From an optimization exercise on the open Yosys and OpenROAD flow, aimed at small area and few clock cycles per item; shortcuts taken in it are not production practice.
Where RTL was checked, it was by simulation tests only, not by an equivalence proof against the original.
Power is estimated from default activity; no workload was simulated.

Setup of build 51:
==> flow/design.v (excerpt) <==
module cell_hist_accum #(
  parameter int IMAGE_WIDTH        = 64,
  parameter int IMAGE_HEIGHT       = 480,
  parameter int CELL_ROW_PIXELS    = 8,
  parameter int CELL_COLUMN_PIXELS = 8,
  parameter int BIN_WIDTH          = 14,
  parameter int BINS               = 9,
  parameter int MAG_WIDTH          = 8,
  parameter int HISTOGRAM_WIDTH    = BIN_WIDTH*(BINS+1)
) (
  input  logic                       clk,
  input  logic                       rst,
  input  logic                       in_valid,
  output logic                       in_ready,
  input  logic [3:0]                 bin_index,
  input  logic [MAG_WIDTH-1:0]       magnitude,
  output logic                       out_valid,
  input  logic                       out_ready,
  output logic [HISTOGRAM_WIDTH-1:0] cell_histogram,
  output logic                       out_last
);
  logic [5:0]  ph;         
  logic [2:0]  cx, px;     
  logic [2:0]  yl;         
  logic [5:0]  yr;         
  logic [7:0]  pending;    
  logic [2:0]  cap_col;    
  logic accept, acc_last;
  logic first_row, last_row, frame_end;
  assign first_row = (yl == 3'd0);
  assign last_row  = (yl == 3'd7);
  assign frame_end = last_row && (yr == 6'd59) && (cx == 3'd7);
  assign in_ready = (ph[5:3] == cx) && ((px != 3'd7) || (ph[2:0] == 3'd7)) &&
                    !((px == 3'd0) && first_row && pending[cx]);
  assign accept   = in_valid && in_ready && !rst;
  assign acc_last = accept && (px == 3'd7);
  always_ff @(posedge clk) begin
    if (rst) begin
      ph <= 6'd57;
      cx <= '0; px <= '0; yl <= '0; yr <= '0;
    end else begin
      ph <= ph + 6'd1;
      if (accept) begin
        px <= px + 3'd1;
        if (px == 3'd7) begin
          cx <= cx + 3'd1;
          if (cx == 3'd7) begin
            yl <= yl + 3'd1;
            if (yl == 3'd7) yr <= (yr == 6'd59) ? 6'd0 : yr + 6'd1;
          end
        end
      end
    end
  end
  logic [13:0] ra [64];
  logic        pv;         
  logic [3:0]  pq;         
  logic [7:0]  pm;         
  always_ff @(posedge clk) begin
    pv <= accept && !bin_index[3];
  ...
Settings: LEC_CHECK=0, CAP_MARGIN=20, CORE_MARGIN=2, CORE_UTILIZATION=65, CTS_BUF_LIST=sky130_fd_sc_hd__clkbuf_8, SLEW_MARGIN=20; clock period 6.0 ns.
run.sh (not shown) runs the stock make flow with config.mk's settings and CLKGATE_MAP_FILE= SYNTH_SCRIPT=/design/flow/synth_recipe.tcl, a recipe that flattens the netlist after the stock synthesis.
What build 44 does differently from build 51 at the input level:
# build 51
export LEC_CHECK = 0
export CAP_MARGIN = 20
export CORE_MARGIN = 2
export CORE_UTILIZATION = 65
export CTS_BUF_LIST = sky130_fd_sc_hd__clkbuf_8
export SLEW_MARGIN = 20
create_clock -name core_clock -period 6.0 [get_ports {clk}]
# build 44
export LEC_CHECK = 0
export CAP_MARGIN = 20
export CORE_MARGIN = 2
export CORE_UTILIZATION = 40
export SLEW_MARGIN = 20
create_clock -name core_clock -period 6.0 [get_ports {clk}]
--- outcome ---
- Compared with build 51, build 44 degrades hold slack.
- Between build 44 and build 51, it is build 44 whose data arrival time of the critical path is lower, by 0.15 ns.
- Fraction of power consumed by the clock network, build 51 and build 44: lower on build 51
- Top-level port count across build 51 and build 44: no real change.
The following lists how build 54 was set up differently from build 44:
# build 44
export LEC_CHECK = 0
export CAP_MARGIN = 20
export CORE_MARGIN = 2
export CORE_UTILIZATION = 40
export SLEW_MARGIN = 20
create_clock -name core_clock -period 6.0 [get_ports {clk}]
# build 54
export LEC_CHECK = 0
export CAP_MARGIN = 20
export CORE_MARGIN = 2
export CORE_UTILIZATION = 65
export CTS_BUF_LIST = sky130_fd_sc_hd__clkbuf_8 sky130_fd_sc_hd__clkbuf_16
export CTS_CLUSTER_SIZE = 24
export SLEW_MARGIN = 20
create_clock -name core_clock -period 6.0 [get_ports {clk}]
--- outcome ---
- Of the two candidates, build 44 has the better register-to-register setup slack and build 54 the worse one.
- Diff build 44 -> build 54: instance count after placement with tap cells included now sits lower, total count of hold-check failures in the final report now sits at about the same level, smallest hold slack now sits higher, routed length on met1 now sits higher.
- Met2 layer usage reported by global route (build 54 over build 44): increase, 22 points
- Re clock share of power: build 54 and build 44 aren't equal, and the lower value belongs to build 54.
- Routed wire in build 54 totals more than in build 44.
The following lists how build 12 was set up differently from build 54:
# build 54
export LEC_CHECK = 0
export CAP_MARGIN = 20
export CORE_MARGIN = 2
export CORE_UTILIZATION = 65
export CTS_BUF_LIST = sky130_fd_sc_hd__clkbuf_8 sky130_fd_sc_hd__clkbuf_16
export CTS_CLUSTER_SIZE = 24
export SLEW_MARGIN = 20
create_clock -name core_clock -period 6.0 [get_ports {clk}]
# build 12
export LEC_CHECK = 0
export CAP_MARGIN = 20
export CORE_MARGIN = 2
export CORE_UTILIZATION = 65
export CTS_BUF_LIST = sky130_fd_sc_hd__clkbuf_8
export CTS_CLUSTER_DIAMETER = 60
export CTS_CLUSTER_SIZE = 20
export SLEW_MARGIN = 20
create_clock -name core_clock -period 6.0 [get_ports {clk}]
--- outcome ---
- Diff build 54..build 12 | number of tapcells | unchanged
- Comparing build 12 and build 54, the lower total power was measured on build 12.
- Comparing build 12 against build 54, there is no change at all in area taken by flip-flops and latches.
- Build 12 does better than build 54 on final hold slack.
No functional check of the RTL was part of any run of this note.

========
== run 1 ==
Another version of the RTL of cell_hist_accum (not shown whole).
For scale: ~1900 cells after synthesis, ~1300 flip-flops, roughly 160 I/O pins, ~33000 um^2 of cells after synthesis.
Settings: LEC_CHECK=0, CAP_MARGIN=20, CORE_MARGIN=2, CORE_UTILIZATION=55, GPL_TIMING_DRIVEN=0, SLEW_MARGIN=20, SYNTH_HIERARCHICAL=1; clock period 6.0 ns.
standard.sh (not shown) runs the stock make flow with config.mk's settings and CLKGATE_MAP_FILE= SYNTH_SCRIPT=/design/flow/synth_recipe.tcl, a recipe that flattens the netlist after the stock synthesis.
==> flow/flow/run.sh <==
#!/bin/bash
# The standard layout (standard.sh, unchanged synthesis, floorplan, power grid and
# routing), with two changes: the port buffers are the smallest buffer cell, and
# clock tree synthesis inserts no dummy loads.
set -euo pipefail
export BUFFER_PORTS_ARGS="-buffer_cell sky130_fd_sc_hd__buf_1"
export CTS_ARGS="-sink_clustering_enable -repair_clock_nets -dont_use_dummy_load -buf_list sky130_fd_sc_hd__clkbuf_4 -sink_clustering_size 10 -sink_clustering_max_diameter 35"
bash standard.sh > standard.log 2>&1
No stage failed in run 1, and the final checks on the layout all came back clean.
Testbench counts of run 1, summed over its fixed seeds: cycles 491,712, pixels 491,520.
### run 1 -> run 2
- changing CORE_UTILIZATION from 55 to 75
- removing GPL_TIMING_DRIVEN (formerly 0)
==> flow/flow/run.sh <==
#!/bin/bash
# The standard layout (standard.sh, unchanged synthesis, floorplan, power grid and
# routing), with two changes: the port buffers are the smallest buffer cell, and
# clock tree synthesis inserts no dummy loads.
set -euo pipefail
export BUFFER_PORTS_ARGS="-buffer_cell sky130_fd_sc_hd__buf_1"
export CTS_ARGS="-sink_clustering_enable -repair_clock_nets -dont_use_dummy_load -buf_list sky130_fd_sc_hd__clkbuf_4 -sink_clustering_size 12 -sink_clustering_max_diameter 40"
bash standard.sh > standard.log 2>&1
==> notes.md <==
- Every run (run 1 and run 2) finished clean.
- Compared with run 1, in run 2 period utilization now smaller; weighted congestion at the end of routability-driven global placement shows an increase of 6.4%; endpoint required time on the critical path down 0.04 ns; smallest setup slack after layout went up.
- The final cell count in run 2 sits 253 below the value recorded for run 1.
- Final wirelength was higher in run 2 than in run 1.
- Run 2 against run 1: via total after detailed routing went up; cell area fell by about 2%; utilization rose 21 points; total power went down 0.32 mW.
### run 2 -> run 3
- CTS_CLUSTER_DIAMETER: unset -> 50
- CTS_BUF_LIST: unset -> sky130_fd_sc_hd__clkbuf_8
- CTS_CLUSTER_SIZE: unset -> 18
- CORE_UTILIZATION: 75 -> 65
==> flow/run.sh (new file) <==
#!/bin/bash
# synth_recipe.tcl (not shown) runs the flow's synth.tcl, then flattens the netlist and writes it again
# the make line also repeats each setting of config.mk as NAME=value (left out here)
make -C /OpenROAD-flow-scripts/flow DESIGN_CONFIG=/design/flow/config.mk WORK_HOME=/design/flow/orfs CLKGATE_MAP_FILE= SYNTH_SCRIPT=/design/flow/synth_recipe.tcl finish
removed: flow/flow/run.sh
removed: flow/standard.sh
Notes after the runs:
Going from run 2 to run 3, clock power has increased; final period demand of the worst path decreased 0.034 ns; global-route wire length before repair now sits at about the same level.
Run 2 leaves less setup margin than run 3.
Re number of buffers between clock root and the deepest sink: no difference whatsoever between run 2 and run 3.
Looking only at post-route non-filler standard cell count, and setting everything else aside, the higher value of run 3 and run 2 goes to run 3.
Changes observed in run 3 relative to run 2: non-clock buffer count in the final layout went up 4; met1 track utilization from global routing moved down; fraction of final layout cells with drive strength greater than 1 did not really move; maximum frequency went up 0.60%; count of routing violations after the opening detailed-route iteration moved down.
### run 3 -> run 4
- removing CTS_CLUSTER_SIZE (formerly 18)
- removing CTS_BUF_LIST (formerly sky130_fd_sc_hd__clkbuf_8)
- removing CTS_CLUSTER_DIAMETER (formerly 50)
- changing CORE_UTILIZATION from 65 to 70
==> flow/flow/run.sh (new file) <==
#!/bin/bash
# The standard layout (standard.sh, unchanged synthesis, floorplan, power grid and
# routing), with two changes: the port buffers are the smallest buffer cell, and
# clock tree synthesis inserts no dummy loads.
set -euo pipefail
export BUFFER_PORTS_ARGS="-buffer_cell sky130_fd_sc_hd__buf_1"
export CTS_ARGS="-sink_clustering_enable -repair_clock_nets -dont_use_dummy_load -buf_list sky130_fd_sc_hd__clkbuf_4 -sink_clustering_size 10 -sink_clustering_max_diameter 35"
bash standard.sh > standard.log 2>&1
==> flow/standard.sh (new file) <==
#!/bin/bash
# synth_recipe.tcl (not shown) runs the flow's synth.tcl, then flattens the netlist and writes it again
# the make line also repeats each setting of config.mk as NAME=value (left out here)
make -C /OpenROAD-flow-scripts/flow DESIGN_CONFIG=/design/flow/config.mk WORK_HOME=/design/flow/orfs CLKGATE_MAP_FILE= SYNTH_SCRIPT=/design/flow/synth_recipe.tcl "${@:-finish}"
removed: flow/run.sh
==> notes.md <==
Run 4 against run 3: combinational power now smaller, synthesized instance count comparable. Total power of run 4 is lower than that of run 3. Part of the power in the clock network, run 4 and run 3: higher on run 3. Re non-clock buffer share of cell area: run 4 is 2.6 points down on run 3. Diff run 3..run 4 | max-slew violation count | unchanged. Looking at total internal power across both flows, run 4 is the stronger of the two, with run 3 trailing. Wire length of the first global-routing pass in run 4 vs run 3: down 2.7%. Every run in the comparison, run 4 and run 3, completed the flow with a clean layout. Between run 4 and run 3, the clock transition time at the flip-flop clock pins of the worst setup and hold paths figures differ only marginally. Run 4 ended up with sky130_fd_sc_hd__dfxtp_1 as its cell with the largest stage delay on the worst path; run 3 ended up with sky130_fd_sc_hd__or3b_2.
The inputs of run 5 differ from those of run 4 as listed below.
- CORE_UTILIZATION now 65, was 70
Notes after the runs:
Looking at run 5 and run 4, the share of final layout cell area taken by non-clock buffers is a wash.
Diff run 4..run 5 | portion of netlist area occupied by mux cells | unchanged
Max freq run 4 -> run 5: improved
Taking run 4 as the reference, in run 5 global-route usage now smaller, final-layout worst hold slack went up 0.0094 ns.
[compare] base=run 4 new=run 5: horizontal die dimension now sits higher, final period utilization now sits lower.
Clock buffer instance count of the final layout (higher): run 5
Higher worst endpoint required time among run 5 and run 4: run 4

## re-timing with driven ports
How much do the figures lean on ideal ports? The routed layouts below were timed once more, with nothing changed but the port constraints.
Step 1: set_driving_cell puts a clkbuf_16 on clk and a buf_2 on each other input, an assumption about the parent block.
Step 2 adds t to the input delays and takes it off the output delays; t is the mean of the earliest and latest rising clock arrival at the registers after step 1. Input paths then give back, and output paths get back, about the clock's delay inside the block.
Three values: ideal ports, drivers, drivers and shift; two values: the first two.
run	shift t [ns]	slack for setup (ns)	worst setup path at the end	worst data-port slew with drivers (ns)	pins driven straight from the clock port
build 51	0.852	1.522 / 1.522 / 0.801	input to register	0.04	1
build 44	0.722	1.587 / 1.587 / 0.891	input to register	0.07	1
build 54	0.720	1.515 / 1.549 / 0.834	input to register	0.04	1
build 12	0.738	1.527 / 1.527 / 0.844	input to register	0.04	1
run 1	0.973	0.146 / 0.146 / 0.143	input to register	0.05	1
run 2	0.967	0.238 / 0.238 / 0.238	register to register	0.03	1
run 3	0.734	0.273 / 0.273 / 0.216	input to register	0.04	1
run 4	0.993	0.267 / 0.267 / 0.267	register to register	0.04	1
run 5	0.994	0.316 / 0.316 / 0.316	register to register	0.04	1
After both steps every run listed still meets setup and hold. For build 51, which loses most, drivers alone change the setup slack by 0.000 ns; drivers and shift together by -0.721 ns.
